Source: an optimization exercise on an open RTL-to-GDS flow (aim: small area, a short achievable clock period and few clock cycles per item). Production flows keep margins and buffers that such runs may drop. In this exercise RTL edits were held to simulation tests only and were not proved equivalent to the original. No activity file was given, so power comes from the tool's default toggle rates.

==> flow/design.v <==
package bbs_pkg;
    localparam int STACK_DEPTH = 256;
    localparam int PTR_W = $clog2(STACK_DEPTH);
    typedef logic [PTR_W-1:0] ptr_t;
    typedef logic [7:0] byte_t;
    typedef enum logic [2:0] {
        CMD_PUSH    = 3'd0,
        CMD_POP     = 3'd1,
        CMD_DUP     = 3'd2,
        CMD_DROP    = 3'd3,
        CMD_PEEK    = 3'd4,
        CMD_COMPARE = 3'd5
    } cmd_t;
endpackage
module bbs_ram (
    input  logic       clk,
    input  logic       rst_n,
    input  logic       up,        
    input  logic       dn,        
    input  logic       wr_hi,     
    input  logic       wr_lo,     
    input  logic [7:0] wr_data,
    input  logic [7:0] s0_next,   
    output logic [7:0] s0,
    output logic [7:0] s1,
    output logic [7:0] s2,
    output logic [7:0] s254,
    output logic [7:0] s255
);
    logic             pol;
    logic [7:0]       r0;
    logic [2047:8]    ring;
    logic [2047:0]    cur;
    logic [2047:8]    ring_next;
    logic             hold;
    assign hold = ~(up | dn);
    assign cur  = {ring, r0};
    always_comb
    begin
        for (int i = 1; i < 256; i++)
        begin
            ring_next[8*i +: 8] = ~(({8{hold}} & cur[8*i +: 8])
                                  | ({8{up}}   & cur[8*((i+1)%256) +: 8])
                                  | ({8{dn}}   & cur[8*(i-1) +: 8]));
        end
        if (wr_lo)
        begin
            ring_next[15:8] = wr_data ^ {8{~pol}};
        end
        if (wr_hi)
        begin
            ring_next[2047:2040] = wr_data ^ {8{~pol}};
        end
    end
    always_ff @(posedge clk or negedge rst_n)
    begin
        if (!rst_n)
        begin
            pol <= 1'b0;
            r0  <= '0;
        end
        else
        begin
            pol <= ~pol;
            r0  <= s0_next ^ {8{~pol}};
        end
    end
    always_ff @(posedge clk)
    begin
        ring <= ring_next;
    end
    assign s0   = r0 ^ {8{pol}};
    assign s1   = ring[15:8] ^ {8{pol}};
    assign s2   = ring[23:16] ^ {8{pol}};
    assign s254 = ring[2039:2032] ^ {8{pol}};
    assign s255 = ring[2047:2040] ^ {8{pol}};
endmodule
module bidirectional_byte_stack_unit (
    input  logic       clk,
    input  logic       rst_n,
    input  logic       in_valid,
    output logic       in_stall,
    input  logic [2:0] command,
    input  logic       grow_down,
    input  logic [7:0] push_value,
    output logic       out_valid,
    input  logic       out_stall,
    output logic [7:0] read_value,
    output logic       zero_out,
    output logic       carry_out,
    output logic [7:0] pointer_out
);
    logic [7:0] sp_reg, sp_next;
    logic       zero_reg, zero_next;
    logic       carry_reg, carry_next;
    logic [7:0] du_reg, du_next;      
    logic [7:0] dd_reg, dd_next;      
    logic       full_reg, full_next;  
    logic [8:0] span;
    logic       o_valid, s_valid;
    logic [7:0] o_rv, s_rv;
    logic       o_z, s_z, o_c, s_c;
    logic [7:0] o_ptr, s_ptr;
    logic       accept, pop;
    logic       is_pd, is_rm, is_rd, is_cmp, is_push;
    logic       up, dn, wr_hi, wr_lo;
    logic       vp1, vp2, vm1, vm2;
    logic [7:0] s0, s1, s2, s254, s255;
    logic [7:0] a_val, b_val, wr_data, s0_next, rv;
    assign in_stall = s_valid;
    assign accept   = in_valid & ~s_valid;
    assign pop      = o_valid & ~out_stall;
    assign is_push = (command == bbs_pkg::CMD_PUSH);
    assign is_pd   = (command == bbs_pkg::CMD_PUSH) | (command == bbs_pkg::CMD_DUP);
    assign is_rm   = (command == bbs_pkg::CMD_POP)  | (command == bbs_pkg::CMD_DROP);
    assign is_rd   = (command == bbs_pkg::CMD_POP)  | (command == bbs_pkg::CMD_PEEK);
    assign is_cmp  = (command == bbs_pkg::CMD_COMPARE);
    assign up    = accept & ((is_pd & ~grow_down) | (is_rm & grow_down));
    assign dn    = accept & ((is_pd & grow_down) | (is_rm & ~grow_down));
    assign wr_hi = accept & is_pd & ~grow_down;
    assign wr_lo = accept & is_pd & grow_down;
    assign vp1 = full_reg | (du_reg != 8'd0);
    assign vp2 = full_reg | (du_reg[7:1] != 7'd0);
    assign vm1 = full_reg | (dd_reg != 8'd0);
    assign vm2 = full_reg | (dd_reg[7:1] != 7'd0);
    bbs_ram u_ram (
        .clk     (clk),
        .rst_n   (rst_n),
        .up      (up),
        .dn      (dn),
        .wr_hi   (wr_hi),
        .wr_lo   (wr_lo),
        .wr_data (wr_data),
        .s0_next (s0_next),
        .s0      (s0),
        .s1      (s1),
        .s2      (s2),
        .s254    (s254),
        .s255    (s255)
    );
    assign a_val = grow_down ? (vp1 ? s1 : 8'd0) : (vm1 ? s255 : 8'd0);
    assign b_val = grow_down ? (vp2 ? s2 : 8'd0) : (vm2 ? s254 : 8'd0);
    assign wr_data = is_push ? push_value : a_val;
    always_comb
    begin
        if (up)
        begin
            s0_next = (is_pd & vp1) ? s1 : 8'd0;
        end
        else if (dn)
        begin
            s0_next = (is_pd & vm1) ? s255 : 8'd0;
        end
        else
        begin
            s0_next = s0;
        end
    end
    assign rv = is_rd ? a_val : 8'd0;
    always_comb
    begin
        sp_next    = sp_reg;
        du_next    = du_reg;
        dd_next    = dd_reg;
        zero_next  = zero_reg;
        carry_next = carry_reg;
        if (up)
        begin
            sp_next = sp_reg + 8'd1;
            du_next = (du_reg == 8'd0) ? 8'd0 : du_reg - 8'd1;
            dd_next = (dd_reg == 8'd255) ? 8'd255 : dd_reg + 8'd1;
        end
        if (dn)
        begin
            sp_next = sp_reg - 8'd1;
            dd_next = (dd_reg == 8'd0) ? 8'd0 : dd_reg - 8'd1;
            du_next = (du_reg == 8'd255) ? 8'd255 : du_reg + 8'd1;
        end
        if (accept & is_cmp)
        begin
            zero_next  = (a_val == b_val);
            carry_next = (a_val < b_val);
        end
    end
    assign span      = {1'b0, du_next} + {1'b0, dd_next};
    assign full_next = full_reg | (span >= 9'd255);
    always_ff @(posedge clk or negedge rst_n)
    begin
        if (!rst_n)
        begin
            sp_reg    <= '0;
            zero_reg  <= 1'b0;
            carry_reg <= 1'b0;
            du_reg    <= '0;
            dd_reg    <= '0;
            full_reg  <= 1'b0;
            o_valid   <= 1'b0;
            s_valid   <= 1'b0;
        end
        else
        begin
            sp_reg    <= sp_next;
            zero_reg  <= zero_next;
            carry_reg <= carry_next;
            du_reg    <= du_next;
            dd_reg    <= dd_next;
            full_reg  <= full_next;
            if (s_valid)
            begin
                if (pop)
                begin
                    s_valid <= 1'b0;
                end
            end
            else if (accept)
            begin
                if (o_valid & ~pop)
                begin
                    s_valid <= 1'b1;
                end
                else
                begin
                    o_valid <= 1'b1;
                end
            end
            else if (pop)
            begin
                o_valid <= 1'b0;
            end
        end
    end
    always_ff @(posedge clk)
    begin
        if (s_valid)
        begin
            if (pop)
            begin
                o_rv  <= s_rv;
                o_z   <= s_z;
                o_c   <= s_c;
                o_ptr <= s_ptr;
            end
        end
        else if (accept)
        begin
            if (o_valid & ~pop)
            begin
                s_rv  <= rv;
                s_z   <= zero_next;
                s_c   <= carry_next;
                s_ptr <= sp_next;
            end
            else
            begin
                o_rv  <= rv;
                o_z   <= zero_next;
                o_c   <= carry_next;
                o_ptr <= sp_next;
            end
        end
    end
    assign out_valid   = o_valid;
    assign read_value  = o_rv;
    assign zero_out    = o_z;
    assign carry_out   = o_c;
    assign pointer_out = o_ptr;
endmodule
==> flow/run.sh <==
#!/bin/bash
# synth_recipe.tcl (not shown) runs the flow's synth.tcl, then flattens the netlist and writes it again
# the make line also repeats each setting of config.mk as NAME=value (left out here)
make -C /OpenROAD-flow-scripts/flow DESIGN_CONFIG=/design/flow/config.mk WORK_HOME=/design/flow/orfs CLKGATE_MAP_FILE= SYNTH_SCRIPT=/design/flow/synth_recipe.tcl finish
==> flow/config.mk <==
export PLATFORM = sky130hd
export DESIGN_NAME = bidirectional_byte_stack_unit
export DESIGN_NICKNAME = bidirectional_byte_stack_unit
export VERILOG_FILES = /design/flow/design.v
export SDC_FILE = /design/flow/constraint.sdc
export NUM_CORES = 4
export LEC_CHECK = 0
export CAP_MARGIN = 20
export CORE_MARGIN = 2
export CORE_UTILIZATION = 30
export SETUP_SLACK_MARGIN = 0.3
export SLEW_MARGIN = 20
==> flow/constraint.sdc <==
create_clock -name core_clock -period 7.0 [get_ports {clk}]
set_input_delay 1.4000 -clock core_clock [delete_from_list [all_inputs] [get_ports {clk}]]
set_output_delay 1.4000 -clock core_clock [all_outputs]
set_load 0.01 [all_outputs]
==> key figures <==
Floorplanning
  • Die Area: 289200 µm²
  • Rows: 195
  • IO Count: 36
  • Initial Utilization: 0.3022
  • Core ar.: 282800 µm²
  • Die height: 537.7 µm
  • DIE WIDTH: 537.7 µm

Clock tree
  • # hold bufs at CTS: 0
  • Clock Latency Late Sink: 870 ps
  • Num CTS Buffers: 219
  • CTS resizes: 0
  • CTS tree: done
  • CTS root buf: clkbuf_16
  • CTS sink cnt: 2114
  • Depth of the CTS H-tree: 4
  • Reg clk slew, reported paths: 60 ps
  • CTS max path bufs: 3
  • # Post-CTS Setup Buffers: 0

Worst setup path
  • Worst r2r src: dd_reg[5]$_DFF_PN0_
  • Critical path type: primary input to register
  • CP Max Fanout: 19
  • WP data arrival: 5240 ps
  • Worst setup SP type: primary input
  • Critical path capture point type: register
  • Crit path launch: grow_down
  • Required @ worst endpoint: 7680 ps

Logic synthesis
  • Ys async rst share: 0.01798
  • Syn nets: 11722
  • Most common flop cell mapped by yosys: dfxtp_1
  • Synth area leaders: dfxtp_1 48%, a21oi_1 24%, nand2_1 18%, clkbuf_1 2.8%, edfxtp_1 1.3%
  • Synth cell types: 65
  • Seq cells post-synth: 2114
  • Number of flops mapped to enable cells by yosys: 36
  • Yosys warning total: 2
  • Synth top cells by count: 4129 x a21oi_1, 4129 x nand2_1, 2040 x dfxtp_1
  • Cell Area, Synth: 85460 µm²
  • Register area share after synthesis: 0.5016
  • Cells after Synth: 11681
  • Yosys top cell by area: dfxtp_1
  • Post-synth top area share: 0.4779
  • Syn_area_per_cell: 7.316 µm²

Global routing
  • GRT Overall Usage: 0.1072
  • First-pass GRT wire length: 283200 µm
  • Largest net degree at the start of global routing: 276
  • Gr ovfl total: 0
  • Initial antenna violation count: 1
  • Vias in the first global route: 63368

STA
  • Setup TNS Final: 0 ps
  • Final period util: 0.6515
  • Endpoints failing setup: 0
  • Final setup skew: 60.98 ps
  • RSZ-0062 raised after global routing: false
  • Min cycle time layout: 4561 ps
  • Hold Violations, Final: 0
  • Max-slew violation count: 0
  • Relative slew slack: 0.1652
  • Max Clk Rate: 219.3 MHz
  • Least-Margin Pin Slew: 1252 ps

Layout
  • Non-Filler Instances: 14987
  • Largest register FFs: 2040
  • Synth-to-layout area growth: 11.37%
  • Fill cells: 30376
  • Fraction of layout cells with a size suffix above 1: 0.04074
  • Fin area: 95180 µm²
  • Number of nets in the final layout: 11097
  • Most flops, register: u_ram.ring

Status
  • Run status: timing/DRC/antenna clean

Route
  • Starting DRT DRC Count: 5180
  • DR vias/cell: 4.819
  • Via count: 72228
  • Routed Wire Length: 163300 µm
  • DRC viols: 0
  • Avg WL per Cell: 10.90 µm
  • Antenna Violating Nets Remaining: 0
  • DR pass1 iterations: 5

Power
  • Switching Share: 0.3378
  • Total power draw: 0.04566 W
  • Internal: 0.03024 W
  • Sw power: 0.01542 W
  • Combinational share of power: 0.222
  • LEAKAGE: 38.77 nW
  • Pwr dens: 479.7 nW/µm²
  • Worst vdd ir: 0.2841 mV
  • Power share of the clock group: 0.263
  • Seq pwr share: 0.515

Hold path
  • Hold Path Class: register to register
  • HP Start: u_ram.ring[444]$_DFF_P_

Run
  • Maxcap violations: 0

Place
  • Port Buffers: 35
  • Gpl congestion: 0.7666
  • DP Area: 87560 µm²
  • Post-Place Cells: 14578
  • DP Wirelength: 84790 µm
==> critical path, stage by stage <==
cell and delay [ps]:
clkdlybuf4s50_1 860, xnor2_2 180, buf_4 300, nand2_1 220
nor4b_1 530, nand3_1 170, xor2_1 160, o32ai_1 170
ha_1 340, nor2b_1 160, a221oi_1 290, o21ai_0 180
nor2_1 140, o221ai_1 120
==> cells by family (layout without fill, tap and decap cells) <==
kind of cell / after synthesis / in the layout / synth area share
mux: 19 / 19 / 0.002386
flops: 2114 / 2114 / 0.5016
xor+xnor: 32 / 32 / 0.003587
simple gates: 4253 / 4253 / 0.1894
buf+inv: 965 / 527 / 0.04534
fa+ha+maj: 25 / 25 / 0.003748
compound gates: 4273 / 4273 / 0.2539
other cells: 0 / 1 / 0
==> cell type report <==
class / instances / area, µm² / share of cell area
Sequential cell: 2114 / 42870 / 0.4504
Multi-Input combinational cell: 8602 / 38740 / 0.4070
Antenna cell: 1 / 2.502 / 0.00002629
Tap cell: 3743 / 4683 / 0.04920
Clock buffer: 326 / 6484 / 0.06812
Inverter: 24 / 90.09 / 0.0009465
Timing Repair Buffer: 95 / 1190 / 0.01250
Clock inverter: 82 / 1124 / 0.01180
==> power groups by stage <==
stage	Combinational, W	Sequential [W]	Clock (W)
after detailed placement	0.0102	0.0237	0
after global routing	0.0120	0.0245	0.0129
after CTS	0.0102	0.0235	0.0125
final	0.0101	0.0235	0.0120
after floorplan	0.00869	0.0225	0
after global placement	0.00997	0.0237	0
==> path summary, 6_finish.rpt <==
kind | end | slack, ps | cells past startpoint
worst min register to register | u_ram.ring[444]$_DFF_P_ | 450 | 1
min in group asynchronous | u_ram.pol$_DFF_PN0_ | 530 | 1
worst max register to register | o_c$_DFFE_PP_ | 2780 | 14
max in group asynchronous | sp_reg[6]$_DFF_PN0_ | 6030 | 1
worst min-delay path | u_ram.ring[444]$_DFF_P_ | 450 | 1
worst max-delay path | full_reg$_DFF_PN0_ | 2440 | 14
==> per-layer routing <==
| layer | track usage | vias to the layer above | wire length, µm |
|---|---|---|---|
| li1 | - | 38022 | - |
| met1 | 0.1419 | 33370 | 83710 |
| met2 | 0.1784 | 608 | 71440 |
| met3 | 0.01855 | 228 | 4990 |
| met4 | 0.03057 | 0 | 3181 |
| met5 | 0 | - | 0 |
==> cell usage in the layout, fill, tap and decap left out, types with 8 or more instances in the layout <==
master and count:
buf_12 31, clkdlybuf4s50_1 34, nand4_1 10, buf_4 29
clkbuf_1 48, mux2_2 11, inv_1 24, clkinv_2 41
o31ai_1 11, o21ai_0 29, nand3_1 11, clkbuf_8 58
a221o_1 15, xor2_1 13, xnor2_1 16, nor2_1 54
o21ai_2 10, nand2_1 4129, edfxtp_1 36, o21ai_1 10
ha_1 24, a21oi_1 4129, mux2i_1 8, o221ai_1 9
clkbuf_16 220, dfrtp_1 38, dfxtp_1 2040, bufinv_16 17
o22ai_1 26
==> per-stage QoR <==
stage / hold WS (ps) / setup WS [ps] / utilization
final: 449.7 / 2439 / 0.3366
after global routing: 461.9 / 2206 / 0.3366
after global placement: 441.2 / 1563 / 0.3096
after detailed placement: 443.4 / 1667 / 0.3096
after floorplan: 428.7 / 2550 / -
after CTS: 452.7 / 2560 / 0.3366
Testbench counts, summed over its fixed seeds: cycles 32,008, items 32,000.

[re-timing with driven ports]
The flow's constraints put no driver on any port. The routed layout listed below was extracted and timed again, unchanged, in two steps. Step 1 sets driving cells, clkbuf_16 on the clock port and buf_2 on the other inputs (assumed; they add their load-dependent delay and slew). Step 2 adds t to the input delays and takes it off the output delays; t is the mean of the earliest and latest rising clock arrival at the registers after step 1. Input paths then give back, and output paths get back, about the clock's delay inside the block. Three values: ideal, step 1, step 2; two values: the first two.
shift t [ns]: 0.929
slack for setup (ns): 2.439 / 2.438 / 1.508
worst setup path after step 2: input to register
After both steps setup and hold are still met in this run. The setup slack of this run moves by -0.001 ns with the drivers and by -0.931 ns with both steps.
